Source: an optimization exercise on an open RTL-to-GDS flow (aim: small area, a short achievable clock period and few clock cycles per item). Production flows keep margins and buffers that such runs may drop.
RTL that was checked went through simulation tests only; none was proved equivalent to the original.

## job 516
==> flow/design.v <==
module ws2812_axil_slave #(
    parameter int unsigned C_S_AXI_DATA_WIDTH = 32,
    parameter int unsigned C_S_AXI_ADDR_WIDTH = 9,
    parameter int unsigned C_NUM_PIXELS       = 64
) (
    input  logic                            S_AXI_ACLK,
    input  logic                            S_AXI_ARESETN,
    input  logic [C_S_AXI_ADDR_WIDTH-1:0]   S_AXI_AWADDR,
    input  logic [2:0]                      S_AXI_AWPROT,
    input  logic                            S_AXI_AWVALID,
    output logic                            S_AXI_AWREADY,
    input  logic [C_S_AXI_DATA_WIDTH-1:0]   S_AXI_WDATA,
    input  logic [C_S_AXI_DATA_WIDTH/8-1:0] S_AXI_WSTRB,
    input  logic                            S_AXI_WVALID,
    output logic                            S_AXI_WREADY,
    output logic [1:0]                      S_AXI_BRESP,
    output logic                            S_AXI_BVALID,
    input  logic                            S_AXI_BREADY,
    input  logic [C_S_AXI_ADDR_WIDTH-1:0]   S_AXI_ARADDR,
    input  logic [2:0]                      S_AXI_ARPROT,
    input  logic                            S_AXI_ARVALID,
    output logic                            S_AXI_ARREADY,
    output logic [C_S_AXI_DATA_WIDTH-1:0]   S_AXI_RDATA,
    output logic [1:0]                      S_AXI_RRESP,
    output logic                            S_AXI_RVALID,
    input  logic                            S_AXI_RREADY,
    input  logic [5:0]                      px_addr,
    output logic [23:0]                     px_data,
    input  logic                            tx_busy,
    output logic                            tx_start,
    output logic [7:0]                      tx_len
);
    localparam int unsigned NPX = 64;    
    logic [7:0]  ctrl_len;
    logic [1:0]  busy_sync;
    logic [23:0] ring [NPX];             
    logic [2:0]  rot;                    
    logic [2:0]  rl [8];                 
    function automatic logic is_ctrl(input logic [8:0] a);
        is_ctrl = a[8:2] == 7'd0;
    endfunction
    function automatic logic is_stat(input logic [8:0] a);
        is_stat = a[8:2] == 7'd1;
    endfunction
    always_ff @(posedge S_AXI_ACLK) begin
        for (int j = 0; j < 8; j++)
            rl[j] <= S_AXI_ARESETN ? rl[j] + 3'd1 : 3'(j);
    end
    assign rot = rl[0];
    logic        aw_v, w_v, exec;           
    logic [7:0]  d_lo, d_hi;
    logic        aw_pix, aw_ctrl, aw_err;
    logic [23:0] w_data;
    logic [2:0]  w_strb;
    logic [1:0]  b_cnt;                     
    logic        b_err1;                    
    logic        aw_hs, w_hs, b_pop;
    logic        aw_v_n, w_v_n, exec_n;
    logic [1:0]  b_cnt_n;
    logic [2:0]  aw_slot;
    logic [7:0]  d_lo_n, d_hi_n;
    logic        aw_pix_n;
    logic [2:0]  w_strb_n;
    logic [47:0] tap_en, tap_en_n;          
    assign aw_hs   = S_AXI_AWVALID & S_AXI_AWREADY;
    assign w_hs    = S_AXI_WVALID & S_AXI_WREADY;
    assign b_pop   = S_AXI_BVALID & S_AXI_BREADY;
    assign aw_v_n  = aw_hs | (aw_v & ~exec);
    assign w_v_n   = w_hs | (w_v & ~exec);
    assign b_cnt_n = b_cnt + {1'b0, exec} - {1'b0, b_pop};
    assign aw_slot  = S_AXI_AWADDR[4:2] - rot - 3'd2;
    assign d_lo_n   = aw_hs ? (8'd1 << aw_slot) : {d_lo[0], d_lo[7:1]};
    assign aw_pix_n = aw_hs ? S_AXI_AWADDR[8] : aw_pix;
    assign d_hi_n   = aw_hs ? (S_AXI_AWADDR[8] ? (8'd1 << S_AXI_AWADDR[7:5]) : 8'd0) : d_hi;
    assign exec_n   = aw_v_n & w_v_n & ~b_cnt_n[1] & (~aw_pix_n | d_lo_n[0] | d_lo_n[4]);
    assign tx_len   = ctrl_len;
    assign w_strb_n = w_hs ? S_AXI_WSTRB[2:0] : w_strb;
    always_comb begin
        for (int h = 0; h < 8; h++) begin
            tap_en_n[6*h +: 3]     = {3{exec_n & d_hi_n[h] & d_lo_n[0]}} & w_strb_n;
            tap_en_n[6*h + 3 +: 3] = {3{exec_n & d_hi_n[h] & d_lo_n[4]}} & w_strb_n;
        end
    end
    always_ff @(posedge S_AXI_ACLK or negedge S_AXI_ARESETN) begin
        if (!S_AXI_ARESETN) begin
            aw_v          <= 1'b0;
            w_v           <= 1'b0;
            exec          <= 1'b0;
            b_cnt         <= 2'd0;
            S_AXI_BVALID  <= 1'b0;
            S_AXI_AWREADY <= 1'b1;
            S_AXI_WREADY  <= 1'b1;
            ctrl_len      <= 8'd0;
            tx_start      <= 1'b0;
        end else begin
            aw_v          <= aw_v_n;
            w_v           <= w_v_n;
            exec          <= exec_n;
            b_cnt         <= b_cnt_n;
            S_AXI_BVALID  <= b_cnt_n != 2'd0;
            S_AXI_AWREADY <= ~aw_v_n | exec_n;
            S_AXI_WREADY  <= ~w_v_n | exec_n;
            tx_start      <= exec & aw_ctrl & w_strb[0] & w_data[0];
            if (exec && aw_ctrl && w_strb[1])
                ctrl_len <= w_data[15:8];
        end
    end
    always_ff @(posedge S_AXI_ACLK) begin
        d_lo   <= d_lo_n;
        d_hi   <= d_hi_n;
        tap_en <= tap_en_n;    
        aw_pix <= aw_pix_n;
        if (aw_hs) begin
            aw_ctrl <= is_ctrl(S_AXI_AWADDR);
            aw_err  <= ~S_AXI_AWADDR[8] & ~is_ctrl(S_AXI_AWADDR);
        end
        if (w_hs) begin
            w_data <= S_AXI_WDATA[23:0];
            w_strb <= S_AXI_WSTRB[2:0];
        end
    end
    always_ff @(posedge S_AXI_ACLK) begin
        if (exec && (b_cnt == 2'd0 || (b_cnt == 2'd1 && b_pop)))
            S_AXI_BRESP <= {aw_err, 1'b0};
        else if (b_pop)
            S_AXI_BRESP <= {b_err1, 1'b0};
        if (exec)
            b_err1 <= aw_err;
    end
    always_ff @(posedge S_AXI_ACLK) begin
        for (int h = 0; h < 8; h++) begin
            for (int l = 0; l < 8; l++) begin
                ring[8*h + l] <= ring[8*h + (l + 1) % 8];
                if (l % 4 == 0) begin
                    for (int b = 0; b < 3; b++) begin
                        if (tap_en[3*(2*h + l/4) + b])
                            ring[8*h + l][8*b +: 8] <= w_data[8*b +: 8];
                    end
                end
            end
        end
    end
    logic [23:0] px_next;
    always_comb begin
        logic [7:0]  lo, hi;
        logic [23:0] g;
        for (int j = 0; j < 8; j++)
            lo[j] = px_addr[2:0] == rl[j];
        hi = 8'd1 << px_addr[5:3];
        px_next = '0;
        for (int h = 0; h < 8; h++) begin
            g = '0;
            for (int l = 0; l < 8; l++)
                g = g | ({24{lo[l]}} & ring[8*h + l]);
            px_next = px_next | ({24{hi[h]}} & g);
        end
    end
    always_ff @(posedge S_AXI_ACLK or negedge S_AXI_ARESETN) begin
        if (!S_AXI_ARESETN)
            px_data <= 24'd0;
        else
            px_data <= px_next;
    end
    always_ff @(posedge S_AXI_ACLK or negedge S_AXI_ARESETN) begin
        if (!S_AXI_ARESETN)
            busy_sync <= 2'b00;
        else
            busy_sync <= {busy_sync[0], tx_busy};
    end
    logic        ar_pend, ar_hs, r_move;
    logic [7:0]  ar_hi, ar_lo;              
    logic [2:0]  ar_slot;
    logic [7:0]  ar_lo_n, ar_hi_n;
    logic [15:0] r_tap;                     
    logic        ar_ctrl, ar_stat, ar_err;
    logic [23:0] r_data, r_pix;
    logic        ar_pix;
    logic        r_err;
    assign ar_hs       = S_AXI_ARVALID & S_AXI_ARREADY;
    assign ar_slot     = S_AXI_ARADDR[4:2] - rot - 3'd1;
    assign ar_lo_n     = ar_hs ? 8'd1 << ar_slot : {ar_lo[0], ar_lo[7:1]};
    assign ar_hi_n     = ar_hs ? (S_AXI_ARADDR[8] ? (8'd1 << S_AXI_ARADDR[7:5]) : 8'd0) : ar_hi;
    assign r_move      = ar_pend & (~S_AXI_RVALID | S_AXI_RREADY) & (~ar_pix | ar_lo[0] | ar_lo[4]);
    assign S_AXI_RDATA = {8'd0, r_data};
    assign S_AXI_RRESP = {r_err, 1'b0};
    always_ff @(posedge S_AXI_ACLK or negedge S_AXI_ARESETN) begin
        if (!S_AXI_ARESETN) begin
            ar_pend       <= 1'b0;
            S_AXI_ARREADY <= 1'b1;
            S_AXI_RVALID  <= 1'b0;
        end else begin
            ar_pend       <= ar_hs | (ar_pend & ~r_move);
            S_AXI_ARREADY <= ~(ar_hs | (ar_pend & ~r_move));
            S_AXI_RVALID  <= r_move | (S_AXI_RVALID & ~S_AXI_RREADY);
        end
    end
    always_ff @(posedge S_AXI_ACLK) begin
        ar_lo <= ar_lo_n;
        ar_hi <= ar_hi_n;
        for (int h = 0; h < 8; h++) begin
            r_tap[2*h]     <= ar_hi_n[h] & ar_lo_n[0];
            r_tap[2*h + 1] <= ar_hi_n[h] & ar_lo_n[4];
        end
        if (ar_hs) begin
            ar_pix  <= S_AXI_ARADDR[8];
            ar_ctrl <= is_ctrl(S_AXI_ARADDR);
            ar_stat <= is_stat(S_AXI_ARADDR);
            ar_err  <= ~S_AXI_ARADDR[8] & ~is_ctrl(S_AXI_ARADDR) & ~is_stat(S_AXI_ARADDR);
        end
    end
    always_comb begin
        r_pix = '0;
        for (int h = 0; h < 8; h++)
            r_pix = r_pix | ({24{r_tap[2*h]}} & ring[8*h])
                          | ({24{r_tap[2*h + 1]}} & ring[8*h + 4]);
    end
    always_ff @(posedge S_AXI_ACLK) begin
        if (r_move) begin
            r_data <= r_pix | {8'd0, {8{ar_ctrl}} & ctrl_len, 8'd0} | {23'd0, ar_stat & busy_sync[1]};
            r_err  <= ar_err;
        end
    end
    logic unused_ok;
    assign unused_ok = ^{S_AXI_AWPROT, S_AXI_ARPROT, S_AXI_AWADDR[1:0], S_AXI_ARADDR[1:0],
                         S_AXI_WDATA[31:24], S_AXI_WSTRB[3]};
endmodule
export LEC_CHECK = 0
export CAP_MARGIN = 20
export CORE_MARGIN = 2
export CORE_UTILIZATION = 55
export CTS_CLUSTER_DIAMETER = 70
export CTS_CLUSTER_SIZE = 28
export SETUP_SLACK_MARGIN = 2.7
export SLEW_MARGIN = 20
export TNS_END_PERCENT = 20
create_clock -name core_clock -period 5.0 [get_ports {S_AXI_ACLK}]
standard.sh (not shown) runs the stock make flow with config.mk's settings and CLKGATE_MAP_FILE= SYNTH_SCRIPT=/design/flow/synth_recipe.tcl, a recipe that flattens the netlist after the stock synthesis.
==> flow/flow/run.sh <==
#!/bin/bash
# The standard layout (standard.sh), except that the port buffers that
# global placement inserts are plain sky130_fd_sc_hd__buf_2 cells rather than
# the default pick, a delay cell. Every port still gets its buffer.
set -euo pipefail
bash standard.sh 'BUFFER_PORTS_ARGS=-buffer_cell sky130_fd_sc_hd__buf_2' finish > standard.log 2>&1
Job 516: flow completed, timing, DRC and antenna clean
What job 1365 does differently from job 516 at the input level:
-- flow/design.v --
<<< job 516, line 171
    logic [7:0]  ar_hi, ar_lo;              
    logic [2:0]  ar_slot;
    logic [7:0]  ar_lo_n, ar_hi_n;
    logic [15:0] r_tap;                     
    logic        ar_ctrl, ar_stat, ar_err;
    logic [23:0] r_data, r_pix;
>>> job 1365, line 171
    logic [7:0]  ar_hi, ar_lo;              
    logic [2:0]  ar_slot;
    logic        ar_ctrl, ar_stat, ar_err;
    logic [23:0] r_data, r_pix;
<<< job 516, line 179
    assign ar_hs       = S_AXI_ARVALID & S_AXI_ARREADY;
    assign ar_slot     = S_AXI_ARADDR[4:2] - rot - 3'd1;
    assign ar_lo_n     = ar_hs ? 8'd1 << ar_slot : {ar_lo[0], ar_lo[7:1]};
    assign ar_hi_n     = ar_hs ? (S_AXI_ARADDR[8] ? (8'd1 << S_AXI_ARADDR[7:5]) : 8'd0) : ar_hi;
    assign r_move      = ar_pend & (~S_AXI_RVALID | S_AXI_RREADY) & (~ar_pix | ar_lo[0] | ar_lo[4]);
    assign S_AXI_RDATA = {8'd0, r_data};
>>> job 1365, line 177
    assign ar_hs       = S_AXI_ARVALID & S_AXI_ARREADY;
    assign ar_slot     = S_AXI_ARADDR[4:2] - rot - 3'd1;
    assign r_move      = ar_pend & (~S_AXI_RVALID | S_AXI_RREADY) & (~ar_pix | ar_lo[0] | ar_lo[4]);
    assign S_AXI_RDATA = {8'd0, r_data};
<<< job 516, line 196
    end
    always_ff @(posedge S_AXI_ACLK) begin
        ar_lo <= ar_lo_n;
        ar_hi <= ar_hi_n;
        for (int h = 0; h < 8; h++) begin
            r_tap[2*h]     <= ar_hi_n[h] & ar_lo_n[0];
            r_tap[2*h + 1] <= ar_hi_n[h] & ar_lo_n[4];
        end
        if (ar_hs) begin
            ar_pix  <= S_AXI_ARADDR[8];
            ar_ctrl <= is_ctrl(S_AXI_ARADDR);
            ar_stat <= is_stat(S_AXI_ARADDR);
>>> job 1365, line 192
    end
    always_ff @(posedge S_AXI_ACLK) begin
        if (!ar_hs)
            ar_lo <= {ar_lo[0], ar_lo[7:1]};
        if (ar_hs) begin
            ar_pix  <= S_AXI_ARADDR[8];
            ar_hi   <= S_AXI_ARADDR[8] ? (8'd1 << S_AXI_ARADDR[7:5]) : 8'd0;
            ar_lo   <= 8'd1 << ar_slot;
            ar_ctrl <= is_ctrl(S_AXI_ARADDR);
            ar_stat <= is_stat(S_AXI_ARADDR);
<<< job 516, line 212
        r_pix = '0;
        for (int h = 0; h < 8; h++)
            r_pix = r_pix | ({24{r_tap[2*h]}} & ring[8*h])
                          | ({24{r_tap[2*h + 1]}} & ring[8*h + 4]);
    end
    always_ff @(posedge S_AXI_ACLK) begin
>>> job 1365, line 206
        r_pix = '0;
        for (int h = 0; h < 8; h++)
            r_pix = r_pix | ({24{ar_hi[h] & ar_lo[0]}} & ring[8*h])
                          | ({24{ar_hi[h] & ar_lo[4]}} & ring[8*h + 4]);
    end
    always_ff @(posedge S_AXI_ACLK) begin
## What came out
When job 1365 is measured against job 516, its average cell area after synthesis turns out about 0.7% lower.
Job 516 has a higher die area than job 1365.
Compare job 516 and job 1365 | area occupied by registers higher: job 516
Of the two values seen for source of the critical timing path, ar_lo[4]$_DFF_P_ was produced by job 1365 and px_addr[0] by job 516.
The violation count after the first detailed-routing iteration was comparable across job 516 and job 1365.
Final cell area excluding filler cells (job 1365 vs. job 516) decreases slightly
Job 1365 finished all stages; the layout is clean.
Higher via-per-instance ratio was reported by job 1365, not job 516.
The total clock buffers created by CTS in job 1365 was lower than what job 516 gave.
Relative to job 516, number of instances resized during post-cts repair has decreased by 35% in job 1365.
Flip-flop and latch share of the layout cell area for job 1365: 0.75 points up relative to job 516
Testbench counts of job 1365, summed over its fixed seeds: cycles 4,352, items 5,696.
Only the layout flow was run in job 516; the RTL was not checked for function there.

[static timing again, ports no longer ideal]
No port has a modelled driver above. Below, the same layouts with a new extraction and two added sets of constraints. Step 1, drivers: a clkbuf_16 drives S_AXI_ACLK and a buf_2 each remaining input, both assumed. Step 2 also shifts input and output timing later by t, the mid clock arrival at the registers, as if the neighbouring blocks saw the same clock. Three values: ideal, step 1, step 2; two values: the first two.
run | shift t [ns] | setup slack, ns | worst setup path after step 2
job 516 | 0.768 | 2.467 / 2.422 / 1.654 | input to register
job 1365 | 0.758 | 2.565 / 2.499 / 1.852 | input to register
After both steps every run listed still meets setup and hold. For job 516, which loses most, drivers alone change the setup slack by -0.045 ns; drivers and shift together by -0.813 ns.
